Background: an optimization exercise with open tools, aiming at small area and a short achievable clock period. Do not read the settings as production practice. Function was checked by simulation only, so behaviour that the tests miss may differ from the original. In every run shown here, the design's own scripts or RTL, not TritonCTS, make the clock network. The clock input has no modelled driver; a real chip could not lean on it and would need a root buffer or a full tree. Power is estimated from default activity; no workload was simulated.

==> design.v <==
`default_nettype none
package wrp_pkg;
    localparam logic [31:0] ID_RIFF_LE = 32'h4646_4952;
    localparam logic [31:0] ID_RIFF_SW = 32'h5249_4646;
    localparam logic [31:0] ID_FMT_LE  = 32'h2074_6D66;
    localparam logic [31:0] ID_FMT_SW  = 32'h666D_7420;
    localparam logic [31:0] ID_DATA_LE = 32'h6174_6164;
    localparam logic [31:0] ID_DATA_SW = 32'h6461_7461;
    localparam logic [31:0] TAG_WAVE   = 32'h4556_4157;
    localparam logic [4:0] WORD_BYTES    = 5'd4;
    localparam logic [4:0] FMT_TAG_END   = 5'd1;
    localparam logic [4:0] FMT_CHAN_END  = 5'd3;
    localparam logic [4:0] FMT_RATE_END  = 5'd7;
    localparam logic [4:0] FMT_BITS_END  = 5'd15;
    localparam logic [4:0] FMT_FIELD_SAT = 5'd16;
    localparam logic [15:0] PCM_TAG   = 16'd1;
    localparam logic [15:0] BITS_8    = 16'd8;
    localparam logic [15:0] BITS_16   = 16'd16;
    localparam logic [15:0] CHAN_MONO = 16'd1;
    localparam logic [15:0] CHAN_STEREO = 16'd2;
    localparam logic [1:0] KIND_FORMAT = 2'd0;
    localparam logic [1:0] KIND_SAMPLE = 2'd1;
    localparam logic [1:0] KIND_ERROR  = 2'd2;
    localparam logic [2:0] ERR_NONE      = 3'd0;
    localparam logic [2:0] ERR_NO_RIFF   = 3'd1;
    localparam logic [2:0] ERR_NO_WAVE   = 3'd2;
    localparam logic [2:0] ERR_NO_FMT    = 3'd3;
    localparam logic [2:0] ERR_NOT_PCM   = 3'd4;
    localparam logic [2:0] ERR_BAD_CHAN  = 3'd5;
    localparam logic [2:0] ERR_BAD_BITS  = 3'd6;
    localparam logic [2:0] ERR_NO_DATA   = 3'd7;
    typedef struct packed {
        logic [1:0]  out_kind;
        logic [15:0] sample_word;
        logic [1:0]  channel_count;
        logic [4:0]  sample_bits;
        logic [31:0] sample_rate_hz;
        logic [2:0]  error_code;
        logic        last_of_file;
    } result_t;
    typedef struct packed {
        logic    valid;
        result_t data;
    } push_t;
    function automatic logic [31:0] swap32(input logic [31:0] v);
        swap32 = {v[7:0], v[15:8], v[23:16], v[31:24]};
    endfunction
    function automatic logic [2:0] format_check(
        input logic [15:0] tag,
        input logic [15:0] chans,
        input logic [15:0] bits
    );
        if (tag != PCM_TAG)
            format_check = ERR_NOT_PCM;
        else if (chans != CHAN_MONO && chans != CHAN_STEREO)
            format_check = ERR_BAD_CHAN;
        else if (bits != BITS_8 && bits != BITS_16)
            format_check = ERR_BAD_BITS;
        else
            format_check = ERR_NONE;
    endfunction
endpackage
`default_nettype wire
`default_nettype none
module wav_riff_stream_parser (
    input  wire             clk,
    input  wire             rst_n,
    input  wire             bytes_valid,
    output wire             bytes_ready,
    input  wire  [7:0]      bytes_in_byte,
    input  wire             bytes_end_of_file,
    output wire             results_valid,
    input  wire             results_ready,
    output wire  [1:0]      results_out_kind,
    output wire  [15:0]     results_sample_word,
    output wire  [1:0]      results_channel_count,
    output wire  [4:0]      results_sample_bits,
    output wire  [31:0]     results_sample_rate_hz,
    output wire  [2:0]      results_error_code,
    output wire             results_last_of_file
);
    localparam logic [1:0] KIND_FORMAT = wrp_pkg::KIND_FORMAT;
    localparam logic [1:0] KIND_SAMPLE = wrp_pkg::KIND_SAMPLE;
    localparam logic [1:0] KIND_ERROR  = wrp_pkg::KIND_ERROR;
    localparam logic [5:0] PH_HDR   = 6'b000001;
    localparam logic [5:0] PH_CHK   = 6'b000010;
    localparam logic [5:0] PH_FMT   = 6'b000100;
    localparam logic [5:0] PH_SKIP  = 6'b001000;
    localparam logic [5:0] PH_DATA  = 6'b010000;
    localparam logic [5:0] PH_DRAIN = 6'b100000;
    logic [1:0]  step;
    logic        ready_q;
    logic        ready_o;             
    logic        proc;                
    logic        dec;                 
    logic        outv;
    logic [5:0]  phase;
    logic [4:0]  cnt;
    logic        swapped;
    logic        seen;
    logic [7:0]  r0, r1, r2, r3;      
    logic [7:0]  c0, c1, c2, c3;      
    logic        rb, cb, kb;          
    logic        rza, a1, a2;         
    logic        rz;                  
    logic        cl;                  
    logic        clt3;                
    logic        ma, mb;              
    logic        tagok;
    logic [1:0]  chan_q;
    logic [1:0]  bits_q;              
    logic [31:0] rate_q;
    logic [15:0] word_q;
    logic        eof_q;
    logic        cand0;               
    logic        r_load, c_load;      
    logic [1:0]  kind_q;
    logic [2:0]  err_q;
    logic        last_q;
    logic        emit_q, clrf_q;
    assign bytes_ready            = ready_o;
    assign results_valid          = outv;
    assign results_out_kind       = kind_q;
    assign results_sample_word    = word_q;
    assign results_channel_count  = chan_q;
    assign results_sample_bits    = {bits_q, 3'b000};
    assign results_sample_rate_hz = rate_q;
    assign results_error_code     = err_q;
    assign results_last_of_file   = last_q;
    logic st0, st3, upd0, pfin;
    assign st0  = (step == 2'd0);
    assign st3  = (step == 2'd3);
    assign upd0 = proc && st0;
    assign pfin = proc && st3;
    logic ph_hdr, ph_chk, ph_fmt, ph_skip, ph_data;
    assign ph_hdr  = phase[0];
    assign ph_chk  = phase[1];
    assign ph_fmt  = phase[2];
    assign ph_skip = phase[3];
    assign ph_data = phase[4];
    logic        b16;
    logic        data8;
    logic        hsel;
    logic [7:0]  b;
    logic [1:0]  k;
    logic [1:0]  tgt;
    assign b16   = bits_q[1];
    assign data8 = ph_data && !b16;
    assign hsel  = (cnt[0] ^ swapped) &&
                   ((ph_fmt && (cnt[4:2] != 3'd1)) || (ph_data && b16));
    assign b     = word_q[7:0];
    assign k     = cnt[1:0];
    assign tgt   = cnt[1:0] ^ {swapped, swapped};
    logic f1, f2, f8, f16;
    assign f1  = (word_q == 16'd1);
    assign f2  = (word_q == 16'd2);
    assign f8  = (word_q == 16'd8);
    assign f16 = (word_q == 16'd16);
    logic       r_dec, c_dec;
    logic       r_bin, c_bin, k_bin;
    logic       accept, nxt_proc;
    logic [7:0] r_alu, c_alu, w_sl;
    logic [7:0] r_bw, c_bw;
    logic [7:0] w_lt, w_gt;
    logic       k_lt;
    assign accept   = ready_q && bytes_valid;
    assign nxt_proc = accept || (proc && !st3);
    assign r_dec    = !rz && ((ph_hdr && cnt[3]) || ph_chk || ph_fmt || ph_skip);
    assign c_dec    = ph_fmt || ph_skip || ph_data;
    assign r_bin = rb;
    assign c_bin = cb;
    assign k_bin = kb && !st0;
    always_comb
    begin
        for (int i = 0; i < 8; i++)
        begin
            r_bw[i] = r_bin && ((r3 & ((8'd1 << i) - 8'd1)) == 8'd0);
            c_bw[i] = c_bin && ((c3 & ((8'd1 << i) - 8'd1)) == 8'd0);
        end
    end
    assign r_alu = r_load ? b : (r3 ^ r_bw);
    assign c_alu = c_load ? b : (c3 ^ c_bw);
    assign w_sl = c_load ? b : c3;
    assign w_lt = ~w_sl & r3;
    assign w_gt = w_sl & ~r3;
    logic [3:0] lt2, gt2;
    logic [1:0] lt4, gt4;
    logic       lt8, gt8;
    always_comb
    begin
        for (int i = 0; i < 4; i++)
        begin
            lt2[i] = w_lt[2*i+1] || (!w_gt[2*i+1] && w_lt[2*i]);
            gt2[i] = w_gt[2*i+1] || (!w_lt[2*i+1] && w_gt[2*i]);
        end
        for (int i = 0; i < 2; i++)
        begin
            lt4[i] = lt2[2*i+1] || (!gt2[2*i+1] && lt2[2*i]);
            gt4[i] = gt2[2*i+1] || (!lt2[2*i+1] && gt2[2*i]);
        end
        lt8 = lt4[1] || (!gt4[1] && lt4[0]);
        gt8 = gt4[1] || (!lt4[1] && gt4[0]);
    end
    assign k_lt = lt8 || (!gt8 && k_bin);
    logic zr, zc, zc1, zc2;
    assign zr  = r_load ? (b == 8'd0) : ((r3[7:1] == 7'd0) && (r3[0] == r_bin));
    assign zc  = c_load ? (b == 8'd0) : ((c3[7:1] == 7'd0) && (c3[0] == c_bin));
    assign zc1 = c_load ? (b[7:1] == 7'd0) :
                 c_bin  ? ((c3[7:2] == 6'd0) && (c3[1] ^ c3[0])) : (c3[7:1] == 7'd0);
    assign zc2 = c_load ? (b[7:2] == 6'd0) :
                 c_bin  ? (((c3[7:3] == 5'd0) && (c3[2:0] != 3'd0)) || (c3 == 8'd4))
                        : (c3[7:2] == 6'd0);
    logic wz1, wlt3;
    assign wz1     = a1 && zc;
    assign wlt3    = a2 && zc && !(c2[1] && c2[0]);
    always_ff @(posedge clk)
    begin
        r0 <= r_alu;
        r1 <= r0;
        r2 <= r1;
        r3 <= r2;
        c0 <= c_alu;
        c1 <= c0;
        c2 <= c1;
        c3 <= c2;
        rb <= st3 ? (accept && r_dec) : (r_bw[7] && !r3[7]);
        cb <= st3 ? (accept && c_dec) : (c_bw[7] && !c3[7]);
        kb <= k_lt;
        r_load <= nxt_proc && ph_hdr && (cnt[3:2] == 2'd1) && ((step + 2'd1) == tgt);
        c_load <= nxt_proc && ph_chk && cnt[2] && ((step + 2'd1) == tgt);
        rza <= (st0 || rza) && zr;
        a1  <= st0 ? zc1 : (a1 && zc);
        a2  <= st0 ? zc2 : (a2 && zc);
        if (st3)
        begin
            rz   <= rza && zr;
            cl   <= wz1;
            clt3 <= wlt3;
        end
    end
    logic       cand;
    logic [7:0] e_a;
    assign cand = (k != 2'd0) ? mb : cand0;
    always_comb
    begin
        e_a = 8'h00;
        if (ph_hdr && cnt[3])
        begin
            case (k)             
                2'd0: e_a = 8'h57;
                2'd1: e_a = 8'h41;
                2'd2: e_a = 8'h56;
                default: e_a = 8'h45;
            endcase
        end
        else
        begin
            case ({ph_hdr, swapped && !ph_hdr, cand, k})
                5'b10000: e_a = 8'h52;
                5'b10001: e_a = 8'h49;
                5'b10010: e_a = 8'h46;
                5'b10011: e_a = 8'h46;
                5'b10100: e_a = 8'h46;
                5'b10101: e_a = 8'h46;
                5'b10110: e_a = 8'h49;
                5'b10111: e_a = 8'h52;
                5'b00000: e_a = 8'h66;
                5'b00001: e_a = 8'h6D;
                5'b00010: e_a = 8'h74;
                5'b00011: e_a = 8'h20;
                5'b00100: e_a = 8'h64;
                5'b00101: e_a = 8'h61;
                5'b00110: e_a = 8'h74;
                5'b00111: e_a = 8'h61;
                5'b01000: e_a = 8'h20;
                5'b01001: e_a = 8'h74;
                5'b01010: e_a = 8'h6D;
                5'b01011: e_a = 8'h66;
                5'b01100: e_a = 8'h61;
                5'b01101: e_a = 8'h74;
                5'b01110: e_a = 8'h61;
                default:  e_a = 8'h64;
            endcase
        end
    end
    logic mlo, mhi;
    always_ff @(posedge clk)
    begin
        mlo <= (b[3:0] == e_a[3:0]);
        mhi <= (b[7:4] == e_a[7:4]);
        if (proc && (step == 2'd1) && id_byte)
            ma <= ((k == 2'd0) || ma) && mlo && mhi;
    end
    logic id_byte, fmt_start, rate_wr;
    assign id_byte   = (ph_hdr && (cnt[3:2] != 2'd1)) || (ph_chk && !cnt[2]);
    assign fmt_start = ph_chk && (cnt == 5'd7) && ma && !mb && !seen;
    assign rate_wr   = upd0 && ph_fmt && (cnt[4:2] == 3'd1);
    logic d_hdr_r, d_hdr_w, d_hdr3, d_hdr11, d_chk0z, d_chk_adv, d_sz;
    logic d_fmt15, d_fmtlt15, d_fmtge16, d_skip, d_d8, d_d16lo, d_d16hi, d_drain;
    assign d_hdr3    = ph_hdr && (cnt == 5'd3);
    assign d_hdr11   = ph_hdr && (cnt == 5'd11);
    assign d_hdr_w   = ph_hdr && (cnt >= 5'd7) && (cnt <= 5'd10);
    assign d_hdr_r   = ph_hdr && (cnt <= 5'd6) && (cnt != 5'd3);
    assign d_chk0z   = ph_chk && (cnt == 5'd0) && rz;
    assign d_chk_adv = ph_chk && (cnt <= 5'd6) && !((cnt == 5'd0) && rz);
    assign d_sz      = ph_chk && (cnt == 5'd7);
    assign d_fmt15   = ph_fmt && (cnt == 5'd15);
    assign d_fmtlt15 = ph_fmt && (cnt < 5'd15);
    assign d_fmtge16 = ph_fmt && cnt[4];
    assign d_skip    = ph_skip;
    assign d_d8      = ph_data && !b16;
    assign d_d16lo   = ph_data && b16 && !cnt[0];
    assign d_d16hi   = ph_data && b16 && cnt[0];
    assign d_drain   = phase[5];
    logic s_hdr_r, s_hdr_w, s_hdr3, s_hdr11, s_chk0z, s_chk_adv, s_sz;
    logic s_fmt15, s_fmtlt15, s_fmtge16, s_skip, s_d8, s_d16lo, s_d16hi, s_drain;
    logic ok;
    assign s_hdr_r   = d_hdr_r;
    assign s_hdr_w   = d_hdr_w;
    assign s_hdr3    = d_hdr3;
    assign s_hdr11   = d_hdr11;
    assign s_chk0z   = d_chk0z;
    assign s_chk_adv = d_chk_adv;
    assign s_fmt15   = d_fmt15;
    assign s_fmtlt15 = d_fmtlt15;
    assign s_fmtge16 = d_fmtge16;
    assign s_skip    = d_skip;
    assign s_d8      = d_d8;
    assign s_d16lo   = d_d16lo;
    assign s_d16hi   = d_d16hi;
    assign s_drain   = d_drain;
    always_ff @(posedge clk)
    begin
        s_sz      <= d_sz;
        ok        <= tagok && (chan_q != 2'd0) && (bits_q != 2'd0);
    end
    logic chanz;
    assign chanz = (chan_q == 2'd0);
    logic emit_ne, emit_e, emit, sample, format, last;
    logic g_a, g_1, g_2, g_f, g_7;
    logic [2:0] err;
    logic [1:0] kind;
    assign emit_ne = (s_hdr3 && !ma) || (s_hdr11 && !ma) || s_chk0z ||
                     s_fmt15 || (s_fmtlt15 && cl) || s_d8 || s_d16hi;
    assign emit_e  = !s_drain;
    assign emit    = eof_q ? emit_e : emit_ne;
    assign sample  = s_d8 || s_d16hi;
    assign format  = s_fmt15 && ok && !eof_q;
    assign kind    = sample ? KIND_SAMPLE : format ? KIND_FORMAT : KIND_ERROR;
    assign last    = eof_q || !((s_fmt15 && ok) || (s_d8 && !cl) || (s_d16hi && !clt3));
    assign g_a   = s_chk0z || s_chk_adv || s_fmtge16 || s_skip ||
                   (s_hdr11 && ma) || (s_fmtlt15 && !cl);           
    assign g_1   = s_hdr3 || s_hdr_r;
    assign g_2   = (s_hdr11 && !ma) || s_hdr_w;
    assign g_f   = (s_fmt15 && !ok) || (s_fmtlt15 && cl);            
    assign g_7   = (s_fmt15 && ok && eof_q) || s_d16lo;
    assign err[2] = (g_a && seen) || g_f || g_7;
    assign err[1] = g_a || g_2 || (g_f && tagok && !chanz) || g_7;
    assign err[0] = g_a || g_1 || (g_f && tagok && chanz) || g_7;
    logic go_drain, go_chk;
    logic [5:0] ph_n;
    logic [4:0] cnt_n, cnt_inc;
    logic c_inc, c_one, c_zero;
    assign go_drain = (emit_ne && !sample && !(s_fmt15 && ok)) ||
                      (s_d8 && cl) || (s_d16hi && clt3);
    assign go_chk   = (s_hdr11 && ma) || (((s_fmt15 && ok) || s_fmtge16 || s_skip) && cl);
    assign ph_n     = go_drain ? PH_DRAIN : go_chk ? PH_CHK : phase;
    assign cnt_inc = cnt + 5'd1;
    assign c_inc   = s_hdr_r || s_hdr_w || s_hdr3 || s_chk_adv || s_fmtlt15 ||
                     (s_fmt15 && !(ok && cl));
    assign c_one   = s_d16lo;
    assign c_zero  = s_hdr11 || (s_fmt15 && ok && cl) || (s_fmtge16 && cl) || s_d16hi;
    assign cnt_n   = c_inc ? cnt_inc : c_one ? 5'd1 : c_zero ? 5'd0 : cnt;
    logic fmtk, datk, othk;
    logic sz_wz, sz_ed, sz_tb, sz_emit;
    logic [2:0] sz_err;
    logic [5:0] sz_ph;
    assign fmtk   = ma && !mb && !seen;
    assign datk   = ma && mb;
    assign othk   = !fmtk && !datk;
    assign sz_wz  = cl && !c3[0];
    assign sz_ed  = b16 ? cl : sz_wz;
    assign sz_tb  = c0[7] || (!kb && !sz_wz);
    assign sz_emit = fmtk ? (sz_wz || eof_q) :
                     datk ? (!seen || (eof_q && !sz_ed)) :
                            (sz_tb || eof_q);
    assign sz_err  = fmtk ? (sz_wz ? 3'd4 : 3'd3) : {seen, 2'b11};
    assign sz_ph   = fmtk ? (sz_wz ? PH_DRAIN : PH_FMT) :
                     datk ? ((!seen || sz_ed) ? PH_DRAIN : PH_DATA) :
                            (sz_tb ? PH_DRAIN : sz_wz ? PH_CHK : PH_SKIP);
    always_ff @(posedge clk or negedge rst_n)
    begin
        if (!rst_n)
        begin
            step    <= 2'd0;
            ready_q <= 1'b0;
            proc    <= 1'b0;
            dec     <= 1'b0;
            outv    <= 1'b0;
            phase   <= PH_HDR;
            cnt     <= 5'd0;
            swapped <= 1'b0;
            seen    <= 1'b0;
        end
        else
        begin
            step    <= step + 2'd1;
            ready_q <= (step == 2'd2) && !proc && !dec && !(outv && !results_ready);
            if (ready_q && bytes_valid)
                proc <= 1'b1;
            else if (st3)
                proc <= 1'b0;
            dec <= pfin;
            if (dec)
                outv <= s_sz ? sz_emit : emit_q;
            else if (results_ready)
                outv <= 1'b0;
            if ((pfin && !s_sz) || (dec && s_sz))
            begin
                if (eof_q)
                begin
                    phase   <= PH_HDR;
                    cnt     <= 5'd0;
                    swapped <= 1'b0;
                    seen    <= 1'b0;
                end
                else if (s_sz)
                begin
                    phase   <= sz_ph;
                    cnt     <= 5'd0;
                end
                else
                begin
                    phase   <= ph_n;
                    cnt     <= cnt_n;
                    if (s_hdr3)
                        swapped <= mb;
                    if (s_fmt15 && ok)
                        seen <= 1'b1;
                end
            end
        end
    end
    always_ff @(posedge clk)
        ready_o <= (step == 2'd2) && !proc && !dec && !(outv && !results_ready);
    always_ff @(posedge clk)
    begin
        if (ready_q)
        begin
            eof_q  <= bytes_end_of_file;
            cand0  <= ph_hdr  ? bytes_in_byte[2] :
                      swapped ? bytes_in_byte[0] : !bytes_in_byte[1];
            if (data8)
                word_q <= {8'd0, bytes_in_byte};
            else if (hsel)
                word_q[15:8] <= bytes_in_byte;
            else
                word_q[7:0] <= bytes_in_byte;
        end
        else if (dec && (s_sz || (emit_q && (kind_q != KIND_SAMPLE))))
            word_q <= 16'd0;
        if (upd0)
        begin
            if (id_byte)
                mb <= cand;
            if (fmt_start)
                tagok <= 1'b0;
            else if (ph_fmt && (cnt == 5'd1))
                tagok <= f1;
        end
        if (pfin)
        begin
            emit_q <= emit;
            clrf_q <= s_sz ? !seen : (emit && !(seen || (s_fmt15 && ok)));
            kind_q <= kind;
            err_q  <= err;
            last_q <= last;
        end
        else if (dec && s_sz)
        begin
            kind_q <= KIND_ERROR;
            err_q  <= sz_err;
            last_q <= 1'b1;
        end
        if (dec && clrf_q)
        begin
            chan_q <= 2'd0;
            bits_q <= 2'd0;
            rate_q <= 32'd0;
        end
        else
        begin
            if (upd0 && fmt_start)
            begin
                chan_q <= 2'd0;
                bits_q <= 2'd0;
            end
            else if (upd0 && ph_fmt && (cnt == 5'd3))
                chan_q <= {f2, f1};
            else if (upd0 && ph_fmt && (cnt == 5'd15))
                bits_q <= {f16, f8};
            if (rate_wr && tgt == 2'd0)
                rate_q[7:0]   <= b;
            if (rate_wr && tgt == 2'd1)
                rate_q[15:8]  <= b;
            if (rate_wr && tgt == 2'd2)
                rate_q[23:16] <= b;
            if (rate_wr && tgt == 2'd3)
                rate_q[31:24] <= b;
        end
    end
endmodule
`default_nettype wire
==> flow/run.sh <==
#!/bin/bash
# The standard layout (the standard.sh: standard synthesis and ORFS flow),
# with two changes: the port buffers are buf_1 cells, and the clock tree is
# two levels of clock buffers built by flow/pre_cts.tcl instead of
# TritonCTS, whose root buffer drives leaves spread over the whole die. Each tool's full output stays in ORFS's own logs
# under orfs/logs; make's output goes to flow_make.log here.
set -euo pipefail
here=$(pwd)
bash standard.sh "BUFFER_PORTS_ARGS=-buffer_cell sky130_fd_sc_hd__buf_1" \
  "PRE_CTS_TCL=$here/flow/pre_cts.tcl" finish > flow_make.log 2>&1
==> flow/mytree2.tcl <==
proc kmeans { pts nb } {
  # pts: list of {id x y}; returns list of cluster index per point
  set n [llength $pts]
  set sorted [lsort -integer -index 1 $pts]
  set cx {}; set cy {}
  for {set k 0} {$k < $nb} {incr k} {
    set s [lindex $sorted [expr {int(($k + 0.5) * $n / $nb)}]]
    lappend cx [lindex $s 1]; lappend cy [lindex $s 2]
  }
  set assign {}
  for {set iter 0} {$iter < 40} {incr iter} {
    set sx [lrepeat $nb 0.0]; set sy [lrepeat $nb 0.0]; set sc [lrepeat $nb 0]
    set assign {}
    foreach s $pts {
      lassign $s id x y
      set best 0; set bd 1e18
      for {set k 0} {$k < $nb} {incr k} {
        set dx [expr {$x - [lindex $cx $k]}]; set dy [expr {$y - [lindex $cy $k]}]
        set d [expr {$dx*$dx + $dy*$dy}]
        if {$d < $bd} { set bd $d; set best $k }
      }
      lappend assign $best
      lset sx $best [expr {[lindex $sx $best] + $x}]
      lset sy $best [expr {[lindex $sy $best] + $y}]
      lset sc $best [expr {[lindex $sc $best] + 1}]
    }
    for {set k 0} {$k < $nb} {incr k} {
      if {[lindex $sc $k] > 0} {
        lset cx $k [expr {int([lindex $sx $k] / [lindex $sc $k])}]
        lset cy $k [expr {int([lindex $sy $k] / [lindex $sc $k])}]
      }
    }
  }
  return [list $assign $cx $cy]
}

proc add_buf { block master name innet x y } {
  set buf [odb::dbInst_create $block $master $name]
  set net [odb::dbNet_create $block "${name}_net"]
  $net setSigType CLOCK
  [$buf findITerm A] connect $innet
  [$buf findITerm X] connect $net
  $buf setLocation $x $y
  $buf setPlacementStatus PLACED
  return $net
}

proc my_clock_tree2 { ntop leaf topcell leafcell } {
  set block [ord::get_db_block]
  set db [ord::get_db]
  set clknet [$block findNet clk]
  set sinks {}
  set i 0
  foreach it [$clknet getITerms] {
    lassign [[$it getInst] getLocation] x y
    lappend sinks [list $i $x $y]
    lappend iterms $it
    incr i
  }
  lassign [kmeans $sinks $ntop] top cx cy
  set mtop [$db findMaster $topcell]
  set mleaf [$db findMaster $leafcell]
  set nleaves 0
  for {set t 0} {$t < $ntop} {incr t} {
    set members {}
    foreach s $sinks a $top { if {$a == $t} { lappend members $s } }
    if {[llength $members] == 0} { continue }
    set tnet [add_buf $block $mtop "clkbuf_top_$t" $clknet [lindex $cx $t] [lindex $cy $t]]
    set nl [expr {int(ceil([llength $members] / double($leaf)))}]
    lassign [kmeans $members $nl] sub lx ly
    for {set l 0} {$l < $nl} {incr l} {
      set mine {}
      foreach s $members a $sub { if {$a == $l} { lappend mine [lindex $s 0] } }
      if {[llength $mine] == 0} { continue }
      set lnet [add_buf $block $mleaf "clkbuf_leaf_${t}_$l" $tnet [lindex $lx $l] [lindex $ly $l]]
      incr nleaves
      foreach i $mine {
        set it [lindex $iterms $i]
        $it disconnect
        $it connect $lnet
      }
    }
  }
  puts "my_clock_tree2: [llength $sinks] sinks, $ntop top buffers, $nleaves leaf buffers"
}
==> flow/pre_cts.tcl <==
# Sourced by ORFS's cts.tcl before clock tree synthesis (PRE_CTS_TCL).
# Replaces TritonCTS's tree by a shallower balanced one: the clock port drives
# four top buffers (one per k-means cluster of flip-flops), each of which
# drives leaf buffers, one per sub-cluster of at most 20 flip-flops.
source [file join [file dirname [info script]] mytree2.tcl]
my_clock_tree2 4 20 sky130_fd_sc_hd__clkbuf_8 sky130_fd_sc_hd__clkbuf_8
rename clock_tree_synthesis triton_clock_tree_synthesis
proc clock_tree_synthesis { args } {
  puts "clock_tree_synthesis: tree built by pre_cts.tcl, TritonCTS not run"
  set_propagated_clock [all_clocks]
}
==> standard.sh <==
#!/bin/bash
# synth_recipe.tcl (not shown) runs the flow's synth.tcl, then flattens the netlist and writes it again
# the make line also repeats each setting of config.mk as NAME=value (left out here)
make -C /OpenROAD-flow-scripts/flow DESIGN_CONFIG=/design/flow/config.mk WORK_HOME=/design/flow/orfs CLKGATE_MAP_FILE= SYNTH_SCRIPT=/design/flow/synth_recipe.tcl "${@:-finish}"
==> config.mk <==
export PLATFORM = sky130hd
export DESIGN_NAME = wav_riff_stream_parser
export DESIGN_NICKNAME = wav_riff_stream_parser
export VERILOG_FILES = /design/flow/design.v
export SDC_FILE = /design/flow/constraint.sdc
export NUM_CORES = 4
export LEC_CHECK = 0
export ABC_AREA = 1
export CAP_MARGIN = 0
export CORE_MARGIN = 2
export CORE_UTILIZATION = 40
export SETUP_SLACK_MARGIN = 3.75
export SLEW_MARGIN = 0
==> constraint.sdc <==
create_clock -name core_clock -period 6.0 [get_ports {clk}]
set_input_delay 1.2000 -clock core_clock [delete_from_list [all_inputs] [get_ports {clk}]]
set_output_delay 1.2000 -clock core_clock [all_outputs]
set_load 0.01 [all_outputs]
==> summary.md, run 1 <==
| Metric | Value |
|---|---|
| Status | `timing/DRC/antenna clean` |
| DRT antenna net count | `0` |
| Total power | `1.87 mW` |
| Yosys cell types | `55` |
| FF-to-FF End | `err_q[2]` |
| CP bufs+invs | `1` |
| Initial antenna violation count | `0` |
| Routed length per instance | `16.1 um` |
| Worst-margin pin slew | `1060 ps` |
| Worst Setup Start Kind | `flip-flop` |
| Pre-CTS WS | `3500 ps` |
| Initial Util | `40.6%` |
| Gate power share | `9.3%` |
| Final WL | `18,300 um` |
| Hold EP | `r3[6]` |
| Layout area overhead | `10.9%` |
| Crit share post-route | `36.5%` |
| Core Box Area | `17,200 um2` |
| Mapped cell area | `7010 um2` |
| Crit. End Element | `primary output` |
| Reg clk slew, reported paths | `110 ps` |
| Final RePlAce weighted congestion | `0.948` |
| Clk latency of the worst-skew pair | `300 ps` |
| Grt total ovfl | `0` |
| Slew Limit Headroom | `29.4%` |
| Drt drc | `0` |
| Chip height | `136 um` |
| Worst vdd ir | `0.175 mV` |
| Mapped Cells | `835` |
| Hold Path Stages | `0` |
| Worst R2R Start | `cnt[0]` |
| Vias/cell | `5.12` |
| Detailed-route via count | `5,832` |
| Cell Chain, Critical Path | `buf_1` |
| Worst-path fanout max | `2` |
| Number of global-route vias before repair | `5,510` |
| I/O Buffers | `72` |
| R2r worst-path depth | `12` |
| Seq pwr share | `62.2%` |
| Avg Synthesized Cell Area | `8.39 um2` |
| Hold Violations, Final | `0` |
| I/O pins | `76` |
| Synth warnings | `1` |
| Clock network fraction of design power | `28.5%` |
| Slowest CP cell | `edfxtp_1` |
| Slew Limit Fails | `0` |
| Power per cell area | `241 nW/um2` |
| Pin count of the biggest net entering global routing | `35` |
| Fillers | `1,731` |
| FFs w/ async S/R, synth | `11.6%` |
| Final setup margin | `3810 ps` |
| Iteration-0 DRC count of the detailed router | `287` |
| Leak | `3.37 nW` |
| Fmax | `456 MHz` |
| First-pass GRT wire length | `29,000 um` |
| Tot GR Track Use | `19.8%` |
| Net switching power | `451 uW` |
| RSZ-0062 raised after global routing | `true` |
| Worst EP required | `4800 ps` |
| Cell Int Power | `1.42 mW` |
| Setup TNS | `0 ps` |
| Fin nets | `948` |
| Cell taking the most area after synthesis | `dfxtp_1` |
| Post-layout min period | `2190 ps` |
| DR pass1 iterations | `5` |
| Hold WC Path Type | `flip-flop to flip-flop` |
| Number of synthesized register bits | `164` |
| Setup-failing EPs final | `0` |
| Data arrival, critical path | `990 ps` |
| Delay-heaviest family, CP | `flip-flops` |
| DP HPWL | `13,600 um` |
| Clock Skews | `32.1 ps` |
| Area fraction of the dominant cell type after synthesis | `32.3%` |
| DIE AREA | `18,600 um2` |
| EDFF count, synth | `32` |
| Max cap viols | `0` |
| Share of cells above drive strength 1 | `8.52%` |
| Antenna diode count | `0` |
| Die X | `136 um` |
| Hold Crit Start | `r2[6]` |
| Crit-path max cell delay | `520 ps` |
| Top post-synthesis cells by count | `nand2_1, dfxtp_1, nor2_1` |
| CP Class | `flip-flop to primary output` |
| Row count | `48` |
| R2R Setup Slk | `3880 ps` |
| Sw frac | `24.1%` |
| Dominant synthesized flop cell | `dfxtp_1` |
| Synth top area cells | `dfxtp_1, edfxtp_1, nand2_1` |
| Sequential fraction of the synthesis area | `52.8%` |
| Top-count cell post-synth | `nand2_1` |
[layer usage]
layer / track usage (%) / routed length (um)
met1: 27.7 / 8740
met2: 31.7 / 8000
met3: 2.31 / 843
met4: 6.83 / 751
met5: 0 / 0
[worst max-delay path by stage]
stage                          from                endpoint  cells after the start
after global routing         cnt[0]                phase[2]                     14
after CTS                   step[0]               rate_q[1]                      8
final                     word_q[2]  results_sample_word[2]                      1
after floorplan              cnt[1]                err_q[2]                     12
after detailed placement     cnt[0]                err_q[2]                     12
after global placement       cnt[0]                err_q[0]                     12
[power groups by stage]
stage | registers (mW) | logic [mW] | clock network [mW]
2_1_floorplan | 1.18 | 0.117 | 0
3_3_place_gp | 1.19 | 0.150 | 0
3_5_place_dp | 1.19 | 0.151 | 0
4_1_cts | 1.16 | 0.171 | 0.549
5_1_grt | 1.16 | 0.194 | 0.593
6_report | 1.16 | 0.174 | 0.533
[sequential cells by signal, summed over array words and instances (netlist names), 3 cells and up]
signal  count
phase       6
word_q     16
r0          8
c1          8
c2          8
r3          8
c0          8
r2          8
cnt         5
r1          8
rate_q     32
c3          8
err_q       3
[per-stage QoR]
stage / hold WS [ps] / utilization (%) / cell area, um2 / std cells
finish: 321 / 45.1 / 7770 / 1140
floorplan: 310 / - / 7010 / 837
detailed placement: 312 / 43.0 / 7410 / 1112
global route: 336 / 45.1 / 7770 / 1140
CTS: 326 / 44.7 / 7710 / 1139
global placement: 310 / 43.0 / 7410 / 1112
[cell type report]
cell class / count / area, um2 / area share (%)
sequential: 164 / 3700 / 47.7
tap: 225 / 282 / 3.62
timing repair buffer: 85 / 368 / 4.74
buffer: 15 / 206 / 2.66
multi-input combinational: 548 / 2810 / 36.1
inverter: 103 / 402 / 5.17
[cells in the final DEF (no fill, tap or decap), drive strengths merged, types with 2 or more instances in the layout]
cell,instances
o22ai,3
or2,3
o31ai,2
o21a,4
nor2,94
ha,18
nor3,10
clkinv,5
nor4,5
o21ai,89
buf,85
nand2,168
dfrtp,18
conb,3
inv,96
clkbuf,15
a31oi,7
nand4,15
clkinvlp,2
dfxtp,113
nand3,53
edfxtp,32
o211ai,6
a21boi,3
a21oi,49
xnor2,4
[kinds of logic (layout without fill, tap and decap cells)]
| logic type | after synthesis | in the layout | synth area share [%] |
|---|---|---|---|
| buf+inv | 125 | 203 | 7.89 |
| other cells | 1 | 3 | 0.0535 |
| simple gates | 352 | 352 | 21.9 |
| fa+ha+maj | 18 | 18 | 3.21 |
| compound gates | 170 | 170 | 13.3 |
| flops | 164 | 164 | 52.8 |
| xor+xnor | 5 | 5 | 0.839 |
[timing repair]
item	in CTS	in global routing
cloned	0	0
hold buffers	0	0
pin swaps	0	2
resized for setup	4	15
endpoints found under the setup margin	26	57
endpoints found under the hold margin	0	0
setup buffers	12	1
==> run 2, diff against run 1 <==
--- a/config.mk
+++ b/config.mk
@@ -12,2 +12,3 @@
 export SETUP_SLACK_MARGIN = 3.75
 export SLEW_MARGIN = 0
+export TNS_END_PERCENT = 50
==> run 2 against run 1 <==
  * Cell area shrank 0.47%
  * Sequential power about the same
  * First-iteration DRC count decreased by 2.1%
  * Combinational power is 4% lower
  * Synthesized area stayed put
  * Synthesized cell count unchanged
  * Total power is 0.28% lower
  * Via count fell by 0.65%
  * Critical path depth did not move
==> summary.md, run 2 <==
| Metric | Value |
|---|---|
| Status | `timing/DRC/antenna clean (unchanged)` |
| Synth top area cells | `dfxtp_1, edfxtp_1, nand2_1 (unchanged)` |
| Max cap viols | `0 (unchanged)` |
| Cell Int Power | `1.42 mW (about the same)` |
| Most common cell after layout, fill and taps aside | `nand2_1 (unchanged)` |
| Data arrival, critical path | `1110 ps (was 990 ps)` |
| Routed length per instance | `15.8 um (was 16.1 um)` |
| Mapped Cells | `835 (unchanged)` |
| Worst-margin pin slew | `1140 ps (was 1060 ps)` |
| Post-layout min period | `2310 ps (was 2190 ps)` |
| Drt drc | `0 (unchanged)` |
| Reg clk slew, reported paths | `110 ps (about the same)` |
| Number of global-route vias before repair | `5,481 (was 5,510)` |
| Share of cells above drive strength 1 | `8.01% (was 8.52%)` |
| Slowest CP cell | `edfxtp_1 (unchanged)` |
| Mapped cell area | `7010 um2 (unchanged)` |
| Iteration-0 DRC count of the detailed router | `281 (was 287)` |
| Crit. End Element | `primary output (unchanged)` |
| Most frequent cells in the layout | `nand2_1, dfxtp_1, nor2_1, inv_1 (was nand2_1, dfxtp_1, nor2_1, inv_1, buf_1)` |
| Top post-synthesis cells by count | `nand2_1, dfxtp_1, nor2_1 (unchanged)` |
| Sequential fraction of the synthesis area | `52.8% (unchanged)` |
| Fmax | `433 MHz (was 456 MHz)` |
| Initial antenna violation count | `0 (unchanged)` |
| Worst Setup Start Kind | `flip-flop (unchanged)` |
| Grt total ovfl | `0 (unchanged)` |
| Met3 wire len | `824 um (was 843 um)` |
| RSZ-0062 raised after global routing | `true (unchanged)` |
| Core Box Area | `17,200 um2 (unchanged)` |
| Gate power share | `9.0% (was 9.3%)` |
| Synth warnings | `1 (unchanged)` |
| Fin nets | `944 (was 948)` |
| Detailed-route via count | `5,794 (was 5,832)` |
| Clock Skews | `33.0 ps (was 32.1 ps)` |
| Antenna diode count | `0 (unchanged)` |
| FF/Latch Area | `3700 um2 (unchanged)` |
| First-pass GRT wire length | `28,600 um (was 29,000 um)` |
| I/O pins | `76 (unchanged)` |
| Cell Chain, Critical Path | `buf_1 (unchanged)` |
| Hold WC Path Type | `flip-flop to flip-flop (unchanged)` |
| Hold Violations, Final | `0 (unchanged)` |
| Met1 wire length | `8740 um (about the same)` |
| Vias/cell | `5.10 (was 5.12)` |
| Cell taking the most area after synthesis | `dfxtp_1 (unchanged)` |
| Delay-heaviest family, CP | `flip-flops (unchanged)` |
| Setup TNS | `0 ps (unchanged)` |
| Biggest register | `rate_q (unchanged)` |
| Tot GR Track Use | `19.3% (was 19.8%)` |
| Final RePlAce weighted congestion | `0.948 (unchanged)` |
| Largest regs | `rate_q x32, word_q x16 (unchanged)` |
| Top-count cell post-synth | `nand2_1 (unchanged)` |
| Crit-path max cell delay | `610 ps (was 520 ps)` |
| Yosys cell types | `55 (unchanged)` |
| DR pass1 iterations | `5 (unchanged)` |
| Dominant synthesized flop cell | `dfxtp_1 (unchanged)` |
| Worst-path fanout max | `7 (was 2)` |
| FFs w/ async S/R, synth | `11.6% (unchanged)` |
| Row count | `48 (unchanged)` |
| Fillers | `1,738 (was 1,731)` |
| Setup-failing EPs final | `0 (unchanged)` |
| Sw frac | `24.0% (was 24.1%)` |
| CP bufs+invs | `1 (unchanged)` |
| DRT antenna net count | `0 (unchanged)` |
| Total power | `1.86 mW (was 1.87 mW)` |
| Slew Limit Headroom | `23.8% (was 29.4%)` |
| Clock network fraction of design power | `28.5% (about the same)` |
| Clk latency of the worst-skew pair | `300 ps (about the same)` |
| Crit share post-route | `38.5% (was 36.5%)` |
| Avg Synthesized Cell Area | `8.39 um2 (unchanged)` |
| Initial Util | `40.6% (unchanged)` |
| Leak | `3.35 nW (was 3.37 nW)` |
| Slew Limit Fails | `0 (unchanged)` |
| CP Class | `flip-flop to primary output (unchanged)` |
| WHS | `319 ps (was 321 ps)` |
| Pin count of the biggest net entering global routing | `35 (unchanged)` |
| DP HPWL | `13,600 um (unchanged)` |
| EDFF count, synth | `32 (unchanged)` |
| DR top layer | `met4 (unchanged)` |
| Layout area overhead | `10.3% (was 10.9%)` |
| Number of synthesized register bits | `164 (unchanged)` |
| Final WL | `17,900 um (was 18,300 um)` |
| Power per cell area | `241 nW/um2 (about the same)` |
| Worst EP required | `4800 ps (about the same)` |
| Chip height | `136 um (unchanged)` |
| I/O Buffers | `72 (unchanged)` |
| DR WL met2 | `7700 um (was 8000 um)` |
| Area fraction of the dominant cell type after synthesis | `32.3% (unchanged)` |
| Net switching power | `448 uW (was 451 uW)` |
| Seq pwr share | `62.5% (was 62.2%)` |
| Worst vdd ir | `0.174 mV (was 0.175 mV)` |
| Area occupied by multi-input gates | `2800 um2 (was 2810 um2)` |
| Die X | `136 um (unchanged)` |
| Max reg flops | `32 (unchanged)` |
| DIE AREA | `18,600 um2 (unchanged)` |
[run 2: cell counts after synthesis]
Identical to the previous run, type by type.
[run 2: per-stage QoR]
stage	setup slack, ps	instances	instance area (um2)	util [%]
after floorplan	3900	837	7010	-
after global placement	3570	1112	7410	43.0
after detailed placement	3500	1112	7410	43.0
after CTS	3640	1132	7660	44.4
after global routing	3650	1136	7730	44.8
final	3690	1136	7730	44.8
[run 2: final timing paths]
path | start | end | slack, ps | cells past startpoint
max in group asynchronous | rst_n | cnt[1] | 4140 | 1
min in group asynchronous | rst_n | step[1] | 1100 | 1
max | word_q[2] | results_sample_word[2] | 3690 | 1
min reg2reg | r2[6] | r3[6] | 320 | 0
min | r2[6] | r3[6] | 320 | 0
max reg2reg | cnt[0] | word_q[11] | 3830 | 5
[run 2: layout make-up]
cell class,count,area share [%]
buffer,15,2.67
timing repair buffer,81,4.39
inverter,103,5.15
multi-input combinational,548,36.2
tap,225,3.64
sequential,164,47.9
[run 2: power groups by stage]
| stage | sequential [mW] | clock [mW] | combinational (mW) |
|---|---|---|---|
| global route | 1.17 | 0.593 | 0.187 |
| detailed placement | 1.19 | 0 | 0.151 |
| finish | 1.17 | 0.532 | 0.167 |
| CTS | 1.16 | 0.549 | 0.164 |
| global placement | 1.19 | 0 | 0.150 |
| floorplan | 1.18 | 0 | 0.117 |
[run 2: what timing repair did]
action / 4_1_cts / 5_1_grt
endpoints found under the setup margin: 26 / 65
setup buffers: 5 / 4
gates resized for setup: 3 / 15
hold buffers: 0 / 0
pin swaps: 0 / 2
[run 2: metal layers]
layer,GRT usage [%],up-vias
met2,30.6,171
met3,2.24,36
met5,0,-
met1,27.5,2687
met4,6.37,0
li1,-,2900
[run 2: cells by family after synthesis]
family          synth area share [%]
simple gates                    21.9
compound gates                  13.3
flops                           52.8
buf+inv                         7.89
fa+ha+maj                       3.21
xor+xnor                       0.839
other cells                   0.0535
==> run 3, diff against run 2 <==
--- a/config.mk
+++ b/config.mk
@@ -12,3 +12,3 @@
 export SETUP_SLACK_MARGIN = 3.75
 export SLEW_MARGIN = 0
-export TNS_END_PERCENT = 50
+export TNS_END_PERCENT = 20
==> run 3 against run 2 <==
  * Combinational power about the same
  * Utilization about the same
  * Die area unchanged
  * Fmax about the same
  * Total power about the same
  * Synthesized cell count unchanged
  * First-iteration DRC count up 1.1%
  * Register-to-register slack about the same
  * Critical path type unchanged
  * Clock skew about the same
  * Sequential share of layout area about the same
  * Critical path depth unchanged
  * Still clean
==> summary.md, run 3 <==
| Metric | Value |
|---|---|
| Status | `timing/DRC/antenna clean (unchanged)` |
| Delay-heaviest family, CP | `flip-flops (unchanged)` |
| Post-synthesis mux area share | `0% (unchanged)` |
| Setup-failing EPs final | `0 (unchanged)` |
| Detailed-route via count | `5,799 (was 5,794)` |
| Final WL | `17,900 um (about the same)` |
| Largest family of logic cells by synthesized area | `simple AND/OR/NAND/NOR gates (unchanged)` |
| Hold WC Path Type | `flip-flop to flip-flop (unchanged)` |
| Max cap viols | `0 (unchanged)` |
| Mapped Cells | `835 (unchanged)` |
| Reg clk slew, reported paths | `110 ps (about the same)` |
| Biggest register | `rate_q (unchanged)` |
| Mapped cell area | `7010 um2 (unchanged)` |
| Dominant synthesized flop cell | `dfxtp_1 (unchanged)` |
| Area fraction of the dominant cell type after synthesis | `32.3% (unchanged)` |
| Die X | `136 um (unchanged)` |
| Chip height | `136 um (unchanged)` |
| Drt drc | `0 (unchanged)` |
| Core Box Area | `17,200 um2 (unchanged)` |
| Synth top area cells | `dfxtp_1, edfxtp_1, nand2_1 (unchanged)` |
| EDFF count, synth | `32 (unchanged)` |
| Layout area overhead | `10.3% (about the same)` |
| Slew Limit Fails | `0 (unchanged)` |
| Setup TNS | `0 ps (unchanged)` |
| Antenna diode count | `0 (unchanged)` |
| Hold-fix buffers, CTS | `0 (unchanged)` |
| Pre-CTS WS | `3500 ps (unchanged)` |
| Simple-gate share of the synthesized area | `21.9% (unchanged)` |
| Final setup margin | `3690 ps (about the same)` |
| Number of synthesized register bits | `164 (unchanged)` |
| Synth warnings | `1 (unchanged)` |
| Leak | `3.35 nW (about the same)` |
| Fin nets | `944 (unchanged)` |
| Tot GR Track Use | `19.3% (unchanged)` |
| R2r worst-path depth | `5 (unchanged)` |
| CP Class | `flip-flop to primary output (unchanged)` |
| Max reg flops | `32 (unchanged)` |
| Grt total ovfl | `0 (unchanged)` |
| DP HPWL | `13,600 um (unchanged)` |
| Avg Synthesized Cell Area | `8.39 um2 (unchanged)` |
| Yosys cell types | `55 (unchanged)` |
| RSZ-0062 raised after global routing | `true (unchanged)` |
| Initial Util | `40.6% (unchanged)` |
| Hold Violations, Final | `0 (unchanged)` |
| Hold Path Stages | `0 (unchanged)` |
| Worst vdd ir | `0.174 mV (about the same)` |
| I/O Buffers | `72 (unchanged)` |
| M1 GR Usage | `27.5% (unchanged)` |
| Number of global-route vias before repair | `5,481 (unchanged)` |
| Worst-margin pin slew | `1150 ps (was 1140 ps)` |
| Top-count cell post-synth | `nand2_1 (unchanged)` |
| Final RePlAce weighted congestion | `0.948 (unchanged)` |
| FFs w/ async S/R, synth | `11.6% (unchanged)` |
| Slew Limit Headroom | `23.5% (was 23.8%)` |
| GRT busiest layer | `met2 (unchanged)` |
| DRT antenna net count | `0 (unchanged)` |
| Slowest CP cell | `edfxtp_1 (unchanged)` |
| Xor and xnor area share after synthesis | `0.839% (unchanged)` |
| Data arrival, critical path | `1110 ps (about the same)` |
| Clk latency of the worst-skew pair | `300 ps (about the same)` |
| Clock Skews | `33.0 ps (about the same)` |
| Pin count of the biggest net entering global routing | `35 (unchanged)` |
| WP depth | `1 (unchanged)` |
| Crit share post-route | `38.5% (about the same)` |
| Adder-cell area share of the yosys netlist | `3.21% (unchanged)` |
| Most common cell after layout, fill and taps aside | `nand2_1 (unchanged)` |
| DIE AREA | `18,600 um2 (unchanged)` |
| I/O pins | `76 (unchanged)` |
| GR met2 Demand/Resource | `30.6% (unchanged)` |
| Share of cells above drive strength 1 | `7.79% (was 8.01%)` |
| Vias/cell | `5.10 (about the same)` |
| Worst-path fanout max | `7 (unchanged)` |
| DR pass1 iterations | `5 (unchanged)` |
| Grt met3 use | `2.24% (unchanged)` |
| Compound-Gate Fraction of Synth Area | `13.3% (unchanged)` |
| Fmax | `433 MHz (about the same)` |
| Iteration-0 DRC count of the detailed router | `284 (was 281)` |
| Cell taking the most area after synthesis | `dfxtp_1 (unchanged)` |
| Largest regs | `rate_q x32, word_q x16 (unchanged)` |
| Worst EP required | `4800 ps (about the same)` |
| Sequential fraction of the synthesis area | `52.8% (unchanged)` |
| First-pass GRT wire length | `28,600 um (unchanged)` |
| Cell Chain, Critical Path | `buf_1 (unchanged)` |
| Power per cell area | `241 nW/um2 (about the same)` |
| Routed length per instance | `15.8 um (about the same)` |
| Most frequent cells in the layout | `nand2_1, dfxtp_1, nor2_1, inv_1 (unchanged)` |
| Row count | `48 (unchanged)` |
| Initial antenna violation count | `0 (unchanged)` |
| CP bufs+invs | `1 (unchanged)` |
| Crit. End Element | `primary output (unchanged)` |
| Crit-path max cell delay | `610 ps (about the same)` |
| Post-layout min period | `2310 ps (about the same)` |
| Worst Setup Start Kind | `flip-flop (unchanged)` |
| Top post-synthesis cells by count | `nand2_1, dfxtp_1, nor2_1 (unchanged)` |
run 3: cells by family after synthesis:
family          Yosys count
simple gates            352
compound gates          170
flops                   164
buf+inv                 125
fa+ha+maj                18
xor+xnor                  5
other cells               1
run 3: area by class of cell:
| class | count | area [um2] |
|---|---|---|
| fill | 1738 | 9510 |
| sequential | 164 | 3700 |
| multi-input combinational | 548 | 2800 |
| inverter | 103 | 398 |
| timing repair buffer | 81 | 338 |
| tap | 225 | 282 |
| buffer | 15 | 206 |
run 3: worst paths after layout:
kind,start,to,slack [ps]
hold reg to reg,r2[6],r3[6],320
hold / removal,r2[6],r3[6],320
max in group asynchronous,rst_n,cnt[1],4140
setup reg to reg,cnt[0],word_q[11],3830
setup / recovery,word_q[2],results_sample_word[2],3690
min in group asynchronous,rst_n,step[1],1100
run 3: routing by layer:
layer / share of wire (%) / up-vias
met1: 48 / 2689
met2: 43 / 171
met3: 4.9 / 36
li1: - / 2903
met4: 3.7 / 0
met5: 0 / -
run 3: timing repair:
item | in CTS | in global routing
setup endpoints to repair | 26 | 65
gates resized for setup | 3 | 12
pin swaps | 0 | 2
setup buffers | 5 | 4
run 3: per-stage QoR:
stage	area, um2	hold WS (ps)	power (mW)	utilization, %	instances
3_5_place_dp	7410	312	1.35	43.0	1112
5_1_grt	7730	336	1.95	44.8	1136
3_3_place_gp	7410	310	1.34	43.0	1112
2_1_floorplan	7010	310	1.29	-	837
6_report	7730	320	1.86	44.8	1136
4_1_cts	7660	326	1.88	44.4	1132
run 3: power breakdown:
group	switching [mW]	internal [mW]	total, mW
clock network	0.304	0.227	0.531
logic	0.114	0.0535	0.167
registers	0.0290	1.14	1.17
==> run 4, diff against run 3 <==
--- a/config.mk
+++ b/config.mk
@@ -10,5 +10,4 @@
 export CORE_MARGIN = 2
 export CORE_UTILIZATION = 40
-export SETUP_SLACK_MARGIN = 3.75
+export SETUP_SLACK_MARGIN = 3.8
 export SLEW_MARGIN = 0
-export TNS_END_PERCENT = 20
==> run 4 against run 3 <==
  * Global-route usage up 0.45 points
  * Worst setup slack better by 120 ps
  * Still clean
  * Die area unchanged
==> summary.md, run 4 <==
| Metric | Value |
|---|---|
| Sequential fraction of the synthesis area | `52.8% (unchanged)` |
| Number of synthesized register bits | `164 (unchanged)` |
| Clk latency of the worst-skew pair | `300 ps (about the same)` |
| Mapped cell area | `7010 um2 (unchanged)` |
| Max reg flops | `32 (unchanged)` |
| DIE AREA | `18,600 um2 (unchanged)` |
| Slew Limit Fails | `0 (unchanged)` |
| Initial Util | `40.6% (unchanged)` |
| Cell taking the most area after synthesis | `dfxtp_1 (unchanged)` |
| Setup TNS | `0 ps (unchanged)` |
| EDFF count, synth | `32 (unchanged)` |
| Hold-fix buffers, CTS | `0 (unchanged)` |
| Vias/cell | `5.10 (about the same)` |
| Iteration-0 DRC count of the detailed router | `307 (was 284)` |
| Fmax | `457 MHz (was 433 MHz)` |
| Crit-path max cell delay | `520 ps (was 610 ps)` |
| Crit. End Element | `primary output (unchanged)` |
| Max cap viols | `0 (unchanged)` |
| Biggest register | `rate_q (unchanged)` |
| Row count | `48 (unchanged)` |
| Initial antenna violation count | `0 (unchanged)` |
| Most frequent cells in the layout | `nand2_1, dfxtp_1, nor2_1, inv_1, buf_1 (was nand2_1, dfxtp_1, nor2_1, inv_1)` |
| Area fraction of the dominant cell type after synthesis | `32.3% (unchanged)` |
| Synth top area cells | `dfxtp_1, edfxtp_1, nand2_1 (unchanged)` |
| Final RePlAce weighted congestion | `0.948 (unchanged)` |
| Drt drc | `0 (unchanged)` |
| Data arrival, critical path | `990 ps (was 1110 ps)` |
| Placed cell area | `7410 um2 (unchanged)` |
| Slowest CP cell | `edfxtp_1 (unchanged)` |
| Die X | `136 um (unchanged)` |
| Power per cell area | `239 nW/um2 (was 241 nW/um2)` |
| CP Class | `flip-flop to primary output (unchanged)` |
| Worst EP required | `4800 ps (about the same)` |
| Yosys cell types | `55 (unchanged)` |
| Worst R2R Start | `cnt[0] (unchanged)` |
| Number of global-route vias before repair | `5,504 (was 5,481)` |
| Top post-synthesis cells by count | `nand2_1, dfxtp_1, nor2_1 (unchanged)` |
| Avg Synthesized Cell Area | `8.39 um2 (unchanged)` |
| Most common cell after layout, fill and taps aside | `nand2_1 (unchanged)` |
| Routed length per instance | `16.1 um (was 15.8 um)` |
| Largest regs | `rate_q x32, word_q x16 (unchanged)` |
| I/O Buffers | `72 (unchanged)` |
| Post-layout min period | `2190 ps (was 2310 ps)` |
| Mapped Cells | `835 (unchanged)` |
| RSZ-0062 raised after global routing | `true (unchanged)` |
| Clock Skews | `32.9 ps (was 33.0 ps)` |
| Beginning of the critical path | `word_q[4] (was word_q[2])` |
| FFs w/ async S/R, synth | `11.6% (unchanged)` |
| I/O pins | `76 (unchanged)` |
| Worst Setup EP | `results_sample_word[4] (was results_sample_word[2])` |
| Pre-CTS WS | `3500 ps (unchanged)` |
| FF-to-FF End | `phase[1] (was word_q[11])` |
| Synth warnings | `1 (unchanged)` |
| Final setup margin | `3810 ps (was 3690 ps)` |
| Top-count cell post-synth | `nand2_1 (unchanged)` |
| CP bufs+invs | `1 (unchanged)` |
| R2r worst-path depth | `12 (was 5)` |
| Final WL | `18,400 um (was 17,900 um)` |
| Final Cell Area | `7810 um2 (was 7730 um2)` |
| Tot GR Track Use | `19.8% (was 19.3%)` |
| Hold WC Path Type | `flip-flop to flip-flop (unchanged)` |
| Worst-margin pin slew | `1060 ps (was 1150 ps)` |
| Share of cells above drive strength 1 | `9.81% (was 7.79%)` |
| Leak | `3.39 nW (was 3.35 nW)` |
| Status | `timing/DRC/antenna clean (unchanged)` |
| Cell Chain, Critical Path | `buf_1 (unchanged)` |
| Worst-path fanout max | `2 (was 7)` |
| Slew Limit Headroom | `29.0% (was 23.5%)` |
| First-pass GRT wire length | `29,000 um (was 28,600 um)` |
| Chip height | `136 um (unchanged)` |
| Core Box Area | `17,200 um2 (unchanged)` |
| Antenna diode count | `0 (unchanged)` |
| Crit share post-route | `36.5% (was 38.5%)` |
| WP depth | `1 (unchanged)` |
| Reg clk slew, reported paths | `110 ps (about the same)` |
| Worst vdd ir | `0.175 mV (was 0.174 mV)` |
| Pin count of the biggest net entering global routing | `35 (unchanged)` |
| DR pass1 iterations | `7 (was 5)` |
| Fin nets | `950 (was 944)` |
| Delay-heaviest family, CP | `flip-flops (unchanged)` |
| DP HPWL | `13,600 um (unchanged)` |
| Layout area overhead | `11.5% (was 10.3%)` |
| R2R Setup Slk | `3900 ps (was 3830 ps)` |
| Dominant synthesized flop cell | `dfxtp_1 (unchanged)` |
| Grt total ovfl | `0 (unchanged)` |
| Setup-failing EPs final | `0 (unchanged)` |
| Hold Violations, Final | `0 (unchanged)` |
| Worst Setup Start Kind | `flip-flop (unchanged)` |
| DRT antenna net count | `0 (unchanged)` |
| Detailed-route via count | `5,828 (was 5,799)` |
## run 4: cell families (layout without fill, tap and decap cells)
family	count (synthesis)	in the layout	share of synthesized area [%]
XOR/XNOR	5	5	0.839
buffers and inverters	125	204	7.89
flip-flops	164	164	52.8
AND/OR/NAND/NOR	352	353	21.9
AO/OA/AOI/OAI	170	170	13.3
other	1	3	0.0535
adder cells (fa/ha/maj)	18	18	3.21
## run 4: final cells by class
type	count	area (um2)
Sequential cell	164	3710
Buffer	15	206
Multi-Input combinational cell	549	2840
Tap cell	225	282
Inverter	103	399
Fill cell	1735	9420
Timing Repair Buffer	86	377
## run 4: timing repair
| item | 4_1_cts | 5_1_grt |
|---|---|---|
| resized for setup | 5 | 27 |
| cloned | 0 | 1 |
| setup buffers | 12 | 2 |
| pin swaps | 1 | 5 |
| setup endpoints to repair | 53 | 62 |
## run 4: through the flow
stage / power [mW] / util, % / cells / hold slack, ps
final: 1.87 / 45.3 / 1142 / 321
after detailed placement: 1.35 / 43.0 / 1112 / 312
after floorplan: 1.29 / - / 837 / 310
after global routing: 1.95 / 45.3 / 1142 / 336
after global placement: 1.34 / 43.0 / 1112 / 310
after CTS: 1.88 / 44.8 / 1139 / 326
## run 4: routing by layer
metal,up-vias,routed length (um),global-route usage (%)
li1,2915,-,-
met1,2726,8830,27.7
met2,151,8010,31.6
met3,36,819,2.31
met4,0,726,6.83
met5,-,0,0
## run 4: power by group
part / leakage [nW] / switching [mW] / total [mW] / internal, mW
clock: 0.108 / 0.304 / 0.531 / 0.227
sequential: 1.45 / 0.0259 / 1.16 / 1.14
combinational: 1.83 / 0.120 / 0.176 / 0.0560
total: 3.39 / 0.450 / 1.87 / 1.42
## run 4: worst min path at each step
stage	from	to	slack (ps)	cells after the start
3_3_place_gp	c1[5]	c2[5]	310	0
4_1_cts	r2[6]	r3[6]	330	0
3_5_place_dp	c0[2]	c1[2]	310	0
6_report	r2[6]	r3[6]	320	0
2_1_floorplan	c0[0]	c1[0]	310	0
5_1_grt	c2[6]	c3[6]	340	0
==> run 5, diff against run 4 <==
--- a/config.mk
+++ b/config.mk
@@ -7,7 +7,7 @@
 export LEC_CHECK = 0
 export ABC_AREA = 1
-export CAP_MARGIN = 0
+export CAP_MARGIN = 10
 export CORE_MARGIN = 2
 export CORE_UTILIZATION = 40
-export SETUP_SLACK_MARGIN = 3.8
-export SLEW_MARGIN = 0
+export SETUP_SLACK_MARGIN = 3.75
+export SLEW_MARGIN = 10
==> run 5 against run 4 <==
  * Critical path type unchanged
  * Synthesized area unchanged
  * Flip-flop and latch count unchanged
  * Worst hold slack about the same
  * Cell count about the same
  * Utilization down 0.21 points
  * Clock power about the same
  * Sequential share of layout area up 0.19 points
  * Combinational power about the same
  * Total power down 0.15%
  * Still clean
  * Synthesized cell count unchanged
==> summary.md, run 5 <==
| Metric | Value |
|---|---|
| Number of global-route vias before repair | `5,510 (was 5,504)` |
| Gate power share | `9.3% (was 9.4%)` |
| Worst Setup Start Kind | `flip-flop (unchanged)` |
| Total power | `1.87 mW (about the same)` |
| Dominant synthesized flop cell | `dfxtp_1 (unchanged)` |
| Status | `timing/DRC/antenna clean (unchanged)` |
| Final WL | `18,300 um (was 18,400 um)` |
| Hold WC Path Type | `flip-flop to flip-flop (unchanged)` |
| Worst-path fanout max | `2 (unchanged)` |
| Worst-margin pin slew | `1060 ps (about the same)` |
| Antenna diode count | `0 (unchanged)` |
| Layout area overhead | `11.0% (was 11.5%)` |
| Avg Synthesized Cell Area | `8.39 um2 (unchanged)` |
| Seq pwr share | `62.3% (was 62.2%)` |
| Area fraction of the dominant cell type after synthesis | `32.3% (unchanged)` |
| Reg clk slew, reported paths | `110 ps (about the same)` |
| Biggest register | `rate_q (unchanged)` |
| Clk latency of the worst-skew pair | `300 ps (about the same)` |
| Yosys cell types | `55 (unchanged)` |
| DR pass1 iterations | `4 (was 7)` |
| Cell Chain, Critical Path | `buf_1 (unchanged)` |
| Final Cell Area | `7780 um2 (was 7810 um2)` |
| Fillers | `1,731 (was 1,735)` |
| Hold EP | `r3[6] (unchanged)` |
| R2r worst-path depth | `12 (unchanged)` |
| Leak | `3.37 nW (was 3.39 nW)` |
| Area occupied by multi-input gates | `2810 um2 (was 2840 um2)` |
| Number of synthesized register bits | `164 (unchanged)` |
| Sw frac | `23.9% (was 24.1%)` |
| Util after Layout | `45.1% (was 45.3%)` |
| Power per cell area | `240 nW/um2 (was 239 nW/um2)` |
| EDFF count, synth | `32 (unchanged)` |
| RSZ-0062 raised after global routing | `true (unchanged)` |
| Setup TNS | `0 ps (unchanged)` |
| Cell taking the most area after synthesis | `dfxtp_1 (unchanged)` |
| R2R Setup Slk | `3890 ps (was 3900 ps)` |
| Clock network fraction of design power | `28.4% (about the same)` |
| Top-count cell post-synth | `nand2_1 (unchanged)` |
| I/O Buffers | `72 (unchanged)` |
| Sequential fraction of the synthesis area | `52.8% (unchanged)` |
| Vias/cell | `5.09 (was 5.10)` |
| Slew Limit Fails | `0 (unchanged)` |
| Synth warnings | `1 (unchanged)` |
| Crit. End Element | `primary output (unchanged)` |
| I/O pins | `76 (unchanged)` |
| FFs w/ async S/R, synth | `11.6% (unchanged)` |
| Largest regs | `rate_q x32, word_q x16 (unchanged)` |
| Cell Int Power | `1.42 mW (about the same)` |
| Crit share post-route | `36.5% (about the same)` |
| Pin count of the biggest net entering global routing | `35 (unchanged)` |
| Post-layout min period | `2190 ps (about the same)` |
| Final RePlAce weighted congestion | `0.948 (unchanged)` |
| CP Class | `flip-flop to primary output (unchanged)` |
| First-pass GRT wire length | `29,000 um (unchanged)` |
| Worst vdd ir | `0.175 mV (about the same)` |
| Max cap viols | `0 (unchanged)` |
| Hold Crit Start | `r2[6] (unchanged)` |
| Fmax | `456 MHz (was 457 MHz)` |
| Detailed-route via count | `5,807 (was 5,828)` |
| Slew Limit Headroom | `29.3% (was 29.0%)` |
| Slowest CP cell | `edfxtp_1 (unchanged)` |
| Tot GR Track Use | `19.8% (unchanged)` |
| DRT antenna net count | `0 (unchanged)` |
| Row count | `48 (unchanged)` |
| Data arrival, critical path | `990 ps (about the same)` |
| CP bufs+invs | `1 (unchanged)` |
| FF-to-FF End | `err_q[2] (was phase[1])` |
| FF/Latch Area | `3700 um2 (was 3710 um2)` |
| Delay-heaviest family, CP | `flip-flops (unchanged)` |
| Drt drc | `0 (unchanged)` |
| Most common cell after layout, fill and taps aside | `nand2_1 (unchanged)` |
| Net switching power | `447 uW (was 450 uW)` |
| Hold Path Stages | `0 (unchanged)` |
| Final Instance Count excl. Fillers | `1,141 (was 1,142)` |
| Fin nets | `949 (was 950)` |
| Worst R2R Start | `cnt[0] (unchanged)` |
| Core Box Area | `17,200 um2 (unchanged)` |
| Mapped Cells | `835 (unchanged)` |
| Crit-path max cell delay | `520 ps (about the same)` |
| Iteration-0 DRC count of the detailed router | `291 (was 307)` |
| Hold Violations, Final | `0 (unchanged)` |
| DP HPWL | `13,600 um (unchanged)` |
| Synth top area cells | `dfxtp_1, edfxtp_1, nand2_1 (unchanged)` |
| Routed length per instance | `16.0 um (was 16.1 um)` |
| Mapped cell area | `7010 um2 (unchanged)` |
| Clock Skews | `31.2 ps (was 32.9 ps)` |
| Setup-failing EPs final | `0 (unchanged)` |
| Max reg flops | `32 (unchanged)` |
| Initial Util | `40.6% (unchanged)` |
| Die X | `136 um (unchanged)` |
| Initial antenna violation count | `0 (unchanged)` |
| Worst EP required | `4800 ps (about the same)` |
| Placed insts | `1,112 (unchanged)` |
| Grt total ovfl | `0 (unchanged)` |
| Chip height | `136 um (unchanged)` |
| Top post-synthesis cells by count | `nand2_1, dfxtp_1, nor2_1 (unchanged)` |
| Most frequent cells in the layout | `nand2_1, dfxtp_1, nor2_1, inv_1, buf_1 (unchanged)` |
| Placed cell area | `7410 um2 (unchanged)` |
| Share of cells above drive strength 1 | `8.62% (was 9.81%)` |
| DIE AREA | `18,600 um2 (unchanged)` |
## run 5: logic make-up after synthesis
group                      Yosys count  synth area share, %
AOI/OAI and AO/OA                  170                 13.3
xor gates and xnor gates             5                0.839
adders and majority gates           18                 3.21
buffers and inverters              125                 7.89
DFF                                164                 52.8
other                                1               0.0535
and+or+nand+nor                    352                 21.9
## run 5: worst max path at each step
stage	depth (start not counted)	from	slack (ps)	end
finish	1	word_q[2]	3810	results_sample_word[2]
global route	14	cnt[0]	3680	phase[2]
CTS	8	step[0]	3750	rate_q[1]
detailed placement	12	cnt[0]	3500	err_q[2]
global placement	12	cnt[0]	3570	err_q[0]
floorplan	12	cnt[1]	3900	err_q[2]
## run 5: final cells by class
type	count	share of cell area, %
plain buffers	15	2.65
well taps	225	3.62
inverters	103	5.16
multi-input cells	548	36.1
flip-flops and latches	164	47.6
repair buffers	86	4.87
## run 5: worst register-to-register path, delay by kind of cell, from the launching register on
family,cells,cell delay [ps]
flops,1,480
simple gates,5,420
fa+ha+maj,2,400
compound gates,3,400
buf+inv,2,130
## run 5: metrics by stage
step                setup WS (ps)  hold WS [ps]
finish                       3810           321
global route                 3680           336
CTS                          3750           326
detailed placement           3500           312
global placement             3570           310
floorplan                    3900           310
## run 5: layer usage
layer	up-vias	track usage (%)	part of all wire (%)
li1	2912	-	-
met1	2680	27.7	47
met2	179	31.7	44
met3	36	2.31	5.0
met4	0	6.83	3.9
met5	-	0	0
## run 5: timing repair
item,CTS,global route
hold buffers,0,0
endpoints found under the setup margin,26,57
setup buffers,12,1
pin swaps,0,2
gates resized for setup,4,15
## run 5: power groups by stage
stage / clock [mW] / sequential, mW / combinational [mW]
finish: 0.529 / 1.16 / 0.174
global route: 0.593 / 1.16 / 0.195
CTS: 0.549 / 1.16 / 0.171
detailed placement: 0 / 1.19 / 0.151
global placement: 0 / 1.19 / 0.150
floorplan: 0 / 1.18 / 0.117

[static timing again, ports no longer ideal]
In the flow no input, the clock included, has a driving cell. The finished layouts below were timed again as built, in two steps. Step 1 (the two cells are an assumption about what drives the block):
set clk [get_ports {clk}]
set_driving_cell -lib_cell sky130_fd_sc_hd__clkbuf_16 $clk
set_driving_cell -lib_cell sky130_fd_sc_hd__buf_2 [delete_from_list [all_inputs] $clk]
Step 2 moves the port delays by t, midway between the first and last clock arrival at a register: inputs arrive t later, outputs are due t later. That takes back most of the time a late clock gives input paths. Slacks: ideal ports / drivers / drivers and shift; pairs: ideal ports / drivers.
| run | t (ns) | setup WS [ns] | hold WS [ns] | worst data-port slew with drivers (ns) |
|---|---|---|---|---|
| run 1 | 0.365 | 3.809 / 3.730 / 3.881 | 0.321 / 0.321 / 0.321 | 0.03 |
| run 2 | 0.365 | 3.689 / 3.612 / 3.828 | 0.319 / 0.319 / 0.319 | 0.03 |
| run 3 | 0.364 | 3.689 / 3.612 / 3.823 | 0.320 / 0.320 / 0.320 | 0.03 |
| run 4 | 0.364 | 3.810 / 3.733 / 3.888 | 0.321 / 0.321 / 0.321 | 0.03 |
| run 5 | 0.365 | 3.809 / 3.731 / 3.884 | 0.321 / 0.321 / 0.321 | 0.03 |
After both steps every run listed still meets setup and hold. The worst setup slack also covers recovery checks on asynchronous resets.
